What follows belongs to an exercise in optimizing a design on an open flow for small area, a short achievable clock period and few clock cycles per item; a production flow would make more cautious choices. RTL that was checked went through simulation tests only; none was proved equivalent to the original. Power figures rest on the tool's default switching activity, not on a simulated workload.

==> inputs of run a <==
// alu_scalar_seq_module
module alu_scalar_seq_module #(
    parameter int DATA_W = 8,
    parameter int DIM    = 5,
    localparam int NELEM = DIM * DIM,
    localparam int MAT_W = NELEM * DATA_W
) (
    input  logic              clk,
    input  logic              rst,
    input  logic              start,
    input  logic [MAT_W-1:0]  A_flat,
    input  logic [DATA_W-1:0] scalar,
    output logic [MAT_W-1:0]  C_flat,
    output logic              overflow_flag,
    output logic              busy,
    output logic              done
);
export LEC_CHECK = 0
export CAP_MARGIN = 20
export CORE_MARGIN = 2
export CORE_UTILIZATION = 40
export SLEW_MARGIN = 20
create_clock -name core_clock -period 9.0 [get_ports {clk}]
standard.sh (not shown) runs the stock make flow with config.mk's settings and CLKGATE_MAP_FILE= SYNTH_SCRIPT=/design/flow/synth_recipe.tcl, a recipe that flattens the netlist after the stock synthesis.
==> flow/flow/run.sh <==
#!/bin/bash
# The standard layout (standard.sh) with three changes:
# - no full-adder extraction before ABC (ADDER_MAP_FILE empty), so that ABC sees whole logic
#   cones and can time them;
# - ABC maps the logic with flow/abc_delay.script, a delay-oriented mapping, instead of ORFS's
#   abc_speed.script; the rest of the synthesis is synth_recipe.tcl unchanged;
# - the port buffers are the smallest plain buffer instead of the delay cell buffer_ports picks.
set -euo pipefail
here=$(pwd)
export ADDER_MAP_FILE=
export BUFFER_PORTS_ARGS="-buffer_cell sky130_fd_sc_hd__buf_1"
export MY_ABC_SCRIPT=$here/flow/abc_delay.script
{ head -n 1 synth_recipe.tcl; cat flow/abc_proc.tcl; tail -n +2 synth_recipe.tcl; } > flow_synth.tcl
sed "s|SYNTH_SCRIPT=[^ ]*|SYNTH_SCRIPT=$here/flow_synth.tcl|" standard.sh > flow_standard.sh
bash flow_standard.sh synth > synth.log 2>&1
bash standard.sh > layout.log 2>&1
==> flow/flow/abc_delay.script <==
strash
&get -n
&fraig -x
&put
scorr
dc2
strash
&get -n
&dch -f
&nf {D}
&put
buffer -p
upsize {D}
dnsize {D}
stime -p
==> flow/flow/abc_proc.tcl <==
# ABC maps the logic with the script MY_ABC_SCRIPT names instead of ORFS's.
proc abc {args} {
  set i [lsearch -exact $args -script]
  if { $i >= 0 } { lset args [expr {$i + 1}] $::env(MY_ABC_SCRIPT) }
  yosys abc {*}$args
}
==> inputs of run b, as changes to run a <==
--- a/flow/design.v
+++ b/flow/design.v
@@ -283,92 +283,83 @@
         fa = {(x & y) | (x & z) | (y & z), x ^ y ^ z};
     endfunction
     function automatic logic [1:0] ha(input logic x, input logic y);
         ha = {x & y, x ^ y};
     endfunction
-    function automatic logic maj(input logic x, input logic y, input logic z);
-        maj = (x & y) | (x & z) | (y & z);
-    endfunction
-    function automatic logic [7:0] lane_mul(input logic [7:0] e, input logic [7:0] s,
-                                            input logic [7:0] t);
+    function automatic logic [7:0] lane_mul(input logic [7:0] e, input logic [3:0] one,
+                                            input logic [3:0] two, input logic [3:0] neg);
         logic [7:0] r0, r1, r2, r3;    
-        logic [8:0] sx;
-        logic       d1, d2, d3;
-        logic [1:0] k2, k3, k4, k5a, k5b, k6a, k6b, k7a, k7b, k7c;
-        logic [7:0] c;
-        sx = {s, 1'b0};
+        logic [8:0] ex;
+        logic [3:0] p, q;              
+        logic [1:0] k1, k3, k4, k5, k6, k2b, k5b, k6b;
+        logic [4:0] x, y;
+        ex = {e, 1'b0};
         for (int k = 0; k < 4; k++) begin
-            d1 = !e[2*k+1] &  e[2*k];
-            d2 =  e[2*k+1] & !e[2*k];
-            d3 =  e[2*k+1] &  e[2*k];
+            p[k] = one[k] & e[0];
+            q[k] = neg[k] & !p[k];
             for (int j = 0; j < 8; j++) begin
                 logic b;
-                b = (d1 & s[j]) | (d2 & sx[j]) | (d3 & t[j]);
+                b = ((one[k] & e[j]) | (two[k] & ex[j])) ^ neg[k];
                 case (k)
                     0: r0[j] = b;
                     1: r1[j] = b;
                     2: r2[j] = b;
                     default: r3[j] = b;
                 endcase
             end
         end
-        c[0] = r0[0];
-        c[1] = r0[1];
-        k2   = ha(r0[2], r1[0]);
-        c[2] = k2[0];
-        k3   = fa(r0[3], r1[1], k2[1]);
-        c[3] = k3[0];
-        k4   = fa(r0[4], r1[2], r2[0]);
-        k5a  = ha(k4[0], k3[1]);
-        c[4] = k5a[0];
-        k5b  = fa(r0[5], r1[3], r2[1]);
-        k6a  = fa(k5b[0], k4[1], k5a[1]);
-        c[5] = k6a[0];
-        k6b  = fa(r0[6], r1[4], r2[2]);
-        k7a  = fa(k6b[0], r3[0], k5b[1]);
-        k7b  = ha(k7a[0], k6a[1]);
-        c[6] = k7b[0];
-        c[7] = r0[7] ^ r1[5] ^ r2[3] ^ r3[1] ^ k6b[1] ^ k7a[1] ^ k7b[1];
-        lane_mul = c;
+        k1  = ha(r0[1], q[0]);
+        k3  = fa(r0[3], r1[1], q[1]);
+        k4  = fa(r0[4], r1[2], p[2]);
+        k5  = fa(r0[5], r1[3], r2[1]);
+        k6  = fa(r0[6], r1[4], r2[2]);
+        k2b = fa(r0[2], p[1], k1[1]);
+        k5b = fa(k5[0], q[2], k4[1]);
+        k6b = fa(k6[0], p[3], k5[1]);
+        x = {r0[7] ^ r1[5] ^ r2[3] ^ r3[1] ^ q[3] ^ k6[1] ^ k6b[1], k6b[0], k5b[0], k4[0], k3[0]};
+        y = {k5b[1], 1'b0, k3[1], k2b[1]};
+        lane_mul = {x + y, k2b[0], k1[0], p[0]};
     endfunction
-    function automatic logic lane_ovf(input logic [7:0] e, input logic [6:0] nhi,
-                                      input logic [6:0] nl, input logic m0);
-        logic g, m;
-        g = 1'b0;    
-        m = m0;      
+    function automatic logic lane_ovf(input logic [7:0] e, input logic [6:0] hi,
+                                      input logic [7:0] l);
+        logic gt, lt;
+        gt = 1'b0;
+        lt = 1'b0;
         for (int i = 0; i < 7; i++) begin
-            g = maj(e[i], nhi[i], g);
-            m = maj(e[i], nl[i], m);
+            gt = (e[i] & !hi[i]) | (!(e[i] ^ hi[i]) & gt);
+            lt = (!e[i] & l[i]) | (!(e[i] ^ l[i]) & lt);
         end
-        lane_ovf = e[7] ? !m : g;
+        lane_ovf = e[7] ? (lt | l[7]) : gt;
     endfunction
     logic                 busy_q, done_q, ovf_q;
     logic [DATA_W-1:0]    s_q;    
     logic [N0-1:0]        v_q;    
     logic [N0*DATA_W-1:0] c_q;    
     logic [N1*DATA_W-1:0] h_q;    
     logic                 accept;
-    logic [DATA_W-1:0]    m_s, m_t;
+    logic [DATA_W-1:0]    m_s;
+    logic [3:0]           m_one, m_two, m_neg;
     logic [7:0]           m_hi, m_lo, m_l;
-    logic [6:0]           m_nhi, m_nl;
-    logic                 m_m0;
     logic [N0*DATA_W-1:0] m_a, m_c;
     logic [N0-1:0]        m_v;
     assign accept = start & ~busy_q;
     always_comb begin
         m_s = busy_q ? s_q : scalar;
-        m_t = m_s + {m_s[6:0], 1'b0};
+        for (int k = 0; k < 4; k++) begin
+            logic b0;
+            b0 = (k == 0) ? 1'b0 : m_s[2*k-1];
+            m_one[k] = m_s[2*k] ^ b0;
+            m_two[k] = (m_s[2*k+1] & !m_s[2*k] & !b0) | (!m_s[2*k+1] & m_s[2*k] & b0);
+            m_neg[k] = m_s[2*k+1];
+        end
         {m_hi, m_lo} = ovf_thr(m_s);
-        m_l   = m_lo ^ 8'h80;
-        m_nhi = ~m_hi[6:0];
-        m_nl  = m_l[7] ? 7'd0 : ~m_l[6:0];
-        m_m0  = !m_l[7];
+        m_l = m_lo ^ 8'h80;
         m_a = A_flat[N0*DATA_W-1:0];
         if (busy_q) m_a[N1*DATA_W-1:0] = h_q;
         for (int l = 0; l < N0; l++) begin
-            m_c[l*DATA_W +: DATA_W] = lane_mul(m_a[l*DATA_W +: DATA_W], m_s, m_t);
-            m_v[l] = lane_ovf(m_a[l*DATA_W +: DATA_W], m_nhi, m_nl, m_m0);
+            m_c[l*DATA_W +: DATA_W] = lane_mul(m_a[l*DATA_W +: DATA_W], m_one, m_two, m_neg);
+            m_v[l] = lane_ovf(m_a[l*DATA_W +: DATA_W], m_hi[6:0], m_l);
         end
     end
     always_ff @(posedge clk) begin
         s_q <= scalar;
         v_q <= m_v;
==> flow/flow/run.sh (replaced) <==
#!/bin/bash
# The standard layout, with the port buffers made of the smallest plain buffer instead of
# the delay cell buffer_ports picks by default.
set -euo pipefail
export BUFFER_PORTS_ARGS="-buffer_cell sky130_fd_sc_hd__buf_1"
bash standard.sh > standard_flow.log 2>&1
removed: flow/flow/abc_delay.script
removed: flow/flow/abc_proc.tcl
==> inputs of run c, as changes to run a <==
--- a/flow/design.v
+++ b/flow/design.v
@@ -369,11 +369,11 @@
             m_v[l] = lane_ovf(m_a[l*DATA_W +: DATA_W], m_nhi, m_nl, m_m0);
         end
     end
     always_ff @(posedge clk) begin
         s_q <= scalar;
-        v_q <= m_v;
+        if (accept || busy_q) v_q <= m_v;
         if (accept) c_q <= m_c;
         if (accept) h_q <= A_flat[MAT_W-1:N0*DATA_W];
         else if (busy_q) h_q <= m_c[N1*DATA_W-1:0];
     end
     always_ff @(posedge clk or posedge rst) begin
@@ -382,13 +382,13 @@
             done_q <= 1'b0;
             ovf_q  <= 1'b0;
         end else begin
             busy_q <= accept;
             done_q <= busy_q;
-            if (busy_q) ovf_q <= (|v_q) | (|m_v[N1-1:0]);
+            if (busy_q) ovf_q <= |v_q;
         end
     end
     assign C_flat        = {h_q, c_q};
-    assign overflow_flag = ovf_q;
+    assign overflow_flag = ovf_q | (|v_q[N1-1:0]);
     assign busy          = busy_q;
     assign done          = done_q;
 endmodule
==> flow/flow/run.sh (replaced) <==
#!/bin/bash
# The standard layout (standard.sh) with three changes to how it is made:
# - no full-adder extraction before ABC (ADDER_MAP_FILE empty), so that ABC sees whole logic
#   cones and can time them;
# - ABC maps the logic with flow/abc_delay.script (best-delay mapping with area and edge recovery, then
#   ABC's own buffering and sizing) instead of ORFS's abc_speed.script; the rest of the
#   synthesis is synth_recipe.tcl unchanged, so the registers are the standard synthesis's;
# - the port buffers are the smallest plain buffer instead of the delay cell buffer_ports picks.
# Each step's output goes to synth.log and layout.log here, and ORFS's own logs under orfs/logs.
set -euo pipefail
here=$(pwd)
export ADDER_MAP_FILE=
export BUFFER_PORTS_ARGS="-buffer_cell sky130_fd_sc_hd__buf_1"
export MY_ABC_SCRIPT=$here/flow/abc_delay.script
{ head -n 1 synth_recipe.tcl; cat flow/abc_proc.tcl; tail -n +2 synth_recipe.tcl; } > flow_synth.tcl
sed "s|SYNTH_SCRIPT=[^ ]*|SYNTH_SCRIPT=$here/flow_synth.tcl|" standard.sh > flow_standard.sh
bash flow_standard.sh synth > synth.log 2>&1
bash standard.sh > layout.log 2>&1
==> flow/flow/abc_delay.script (replaced) <==
strash
&get -n
&fraig -x
&put
scorr
dc2
strash
&get -n
&dch -f
&nf -p -E 100
&put
buffer -p
upsize
dnsize
stime -p
--- a/flow/config.mk
+++ b/flow/config.mk
@@ -6,6 +6,7 @@
 export NUM_CORES = 4
 export LEC_CHECK = 0
 export CAP_MARGIN = 20
 export CORE_MARGIN = 2
 export CORE_UTILIZATION = 40
+export SETUP_SLACK_MARGIN = 4
 export SLEW_MARGIN = 20
==> inputs of run d, as changes to run a <==
--- a/flow/design.v
+++ b/flow/design.v
@@ -369,11 +369,11 @@
             m_v[l] = lane_ovf(m_a[l*DATA_W +: DATA_W], m_nhi, m_nl, m_m0);
         end
     end
     always_ff @(posedge clk) begin
         s_q <= scalar;
-        v_q <= m_v;
+        if (accept || busy_q) v_q <= m_v;
         if (accept) c_q <= m_c;
         if (accept) h_q <= A_flat[MAT_W-1:N0*DATA_W];
         else if (busy_q) h_q <= m_c[N1*DATA_W-1:0];
     end
     always_ff @(posedge clk or posedge rst) begin
@@ -382,13 +382,13 @@
             done_q <= 1'b0;
             ovf_q  <= 1'b0;
         end else begin
             busy_q <= accept;
             done_q <= busy_q;
-            if (busy_q) ovf_q <= (|v_q) | (|m_v[N1-1:0]);
+            if (busy_q) ovf_q <= |v_q;
         end
     end
     assign C_flat        = {h_q, c_q};
-    assign overflow_flag = ovf_q;
+    assign overflow_flag = ovf_q | (|v_q[N1-1:0]);
     assign busy          = busy_q;
     assign done          = done_q;
 endmodule
--- a/flow/config.mk
+++ b/flow/config.mk
@@ -5,7 +5,8 @@
 export SDC_FILE = /design/flow/constraint.sdc
 export NUM_CORES = 4
 export LEC_CHECK = 0
 export CAP_MARGIN = 20
 export CORE_MARGIN = 2
-export CORE_UTILIZATION = 40
+export CORE_UTILIZATION = 55
+export SETUP_SLACK_MARGIN = 4
 export SLEW_MARGIN = 20
==> qor summary <==
item                                                                 run c        run b             run a        run d
Run status                                        timing/DRC/antenna clean  timing/DRC/antenna clean  timing/DRC/antenna clean  timing/DRC/antenna clean
Nonclk inv count                                                        23          235                30           29
Average via count per standard cell                                   6.20         5.84              5.97         6.52
Buffer and inverter count on the worst path                              3            3                 2            2
Quantity of gates resized following cts                                 29            0                 0           42
Sequential portion of the cell area                                  28.5%        24.9%             28.4%        27.9%
Pwr per Cell Area                                              268 nW/um^2  318 nW/um^2       262 nW/um^2  266 nW/um^2
Fraction of power consumed by combinational cells                    53.9%        62.3%             53.6%        55.0%
Arrival time at the worst endpoint                                 5230 ps      7570 ps           6900 ps      5400 ps
Area post-placement                                            21,600 um^2  25,300 um^2       22,000 um^2  22,200 um^2
Clock slew at reported path FFs                                      70 ps        70 ps             60 ps        60 ps
Number of global-route vias before repair                            19.3k        20.8k             19.9k        20.0k
Tmin final                                                         4920 ps      7080 ps           6400 ps      5080 ps
Share of synthesized cell area in and, or, nand and nor gates        18.8%        8.59%             20.6%        19.2%
CP startpoint                                                    scalar[5]    scalar[0]  busy_q$_DFF_PP0_    scalar[4]
Largest driver fanout on the critical path                              47           46                45           36
Power dissipated by switching net loads                            2590 uW      3640 uW           2570 uW      2650 uW
Internal cell power                                                3640 uW      4670 uW           3410 uW      3690 uW
Post-DP HPWL                                                       50.7 mm      59.7 mm           55.5 mm      52.8 mm
Net count of the mapped netlist                                      2,423        2,937             2,632        2,594
Syn Area/Cell                                                    8.76 um^2    9.46 um^2         8.15 um^2    8.48 um^2
Testbench counts of run a, summed over its fixed seeds: cycles 1,920, items 960.
Testbench counts of run c, summed over its fixed seeds: cycles 1,920, items 960.
Testbench counts of run d, summed over its fixed seeds: cycles 1,920, items 960.
Only the layout flow was run in run b; the RTL was not checked for function there.

afterwards: timing with drivers on the ports:
No port has a modelled driver above. Below, the same layouts with a new extraction and two added sets of constraints.
Step 1 sets driving cells, clkbuf_16 on the clock port and buf_2 on the other inputs (assumed; they add their load-dependent delay and slew).
Step 2 adds t to the input delays and takes it off the output delays; t is the mean of the earliest and latest rising clock arrival at the registers after step 1. Input paths then give back, and output paths get back, about the clock's delay inside the block.
a / b / c = no drivers / after step 1 / after step 2; a / b = the first two.
| run | shift t [ns] | slack for setup (ns) | worst slew at a driven data input, ns |
|---|---|---|---|
| run a | 0.625 | 2.605 / 2.605 / 2.185 | 0.09 |
| run b | 0.647 | 1.916 / 1.933 / 1.286 | 0.22 |
| run c | 0.616 | 4.085 / 4.112 / 3.496 | 0.08 |
| run d | 0.621 | 3.917 / 3.946 / 3.326 | 0.07 |
After both steps every run listed still meets setup and hold. For run b, which loses most, drivers alone change the setup slack by +0.017 ns; drivers and shift together by -0.630 ns.
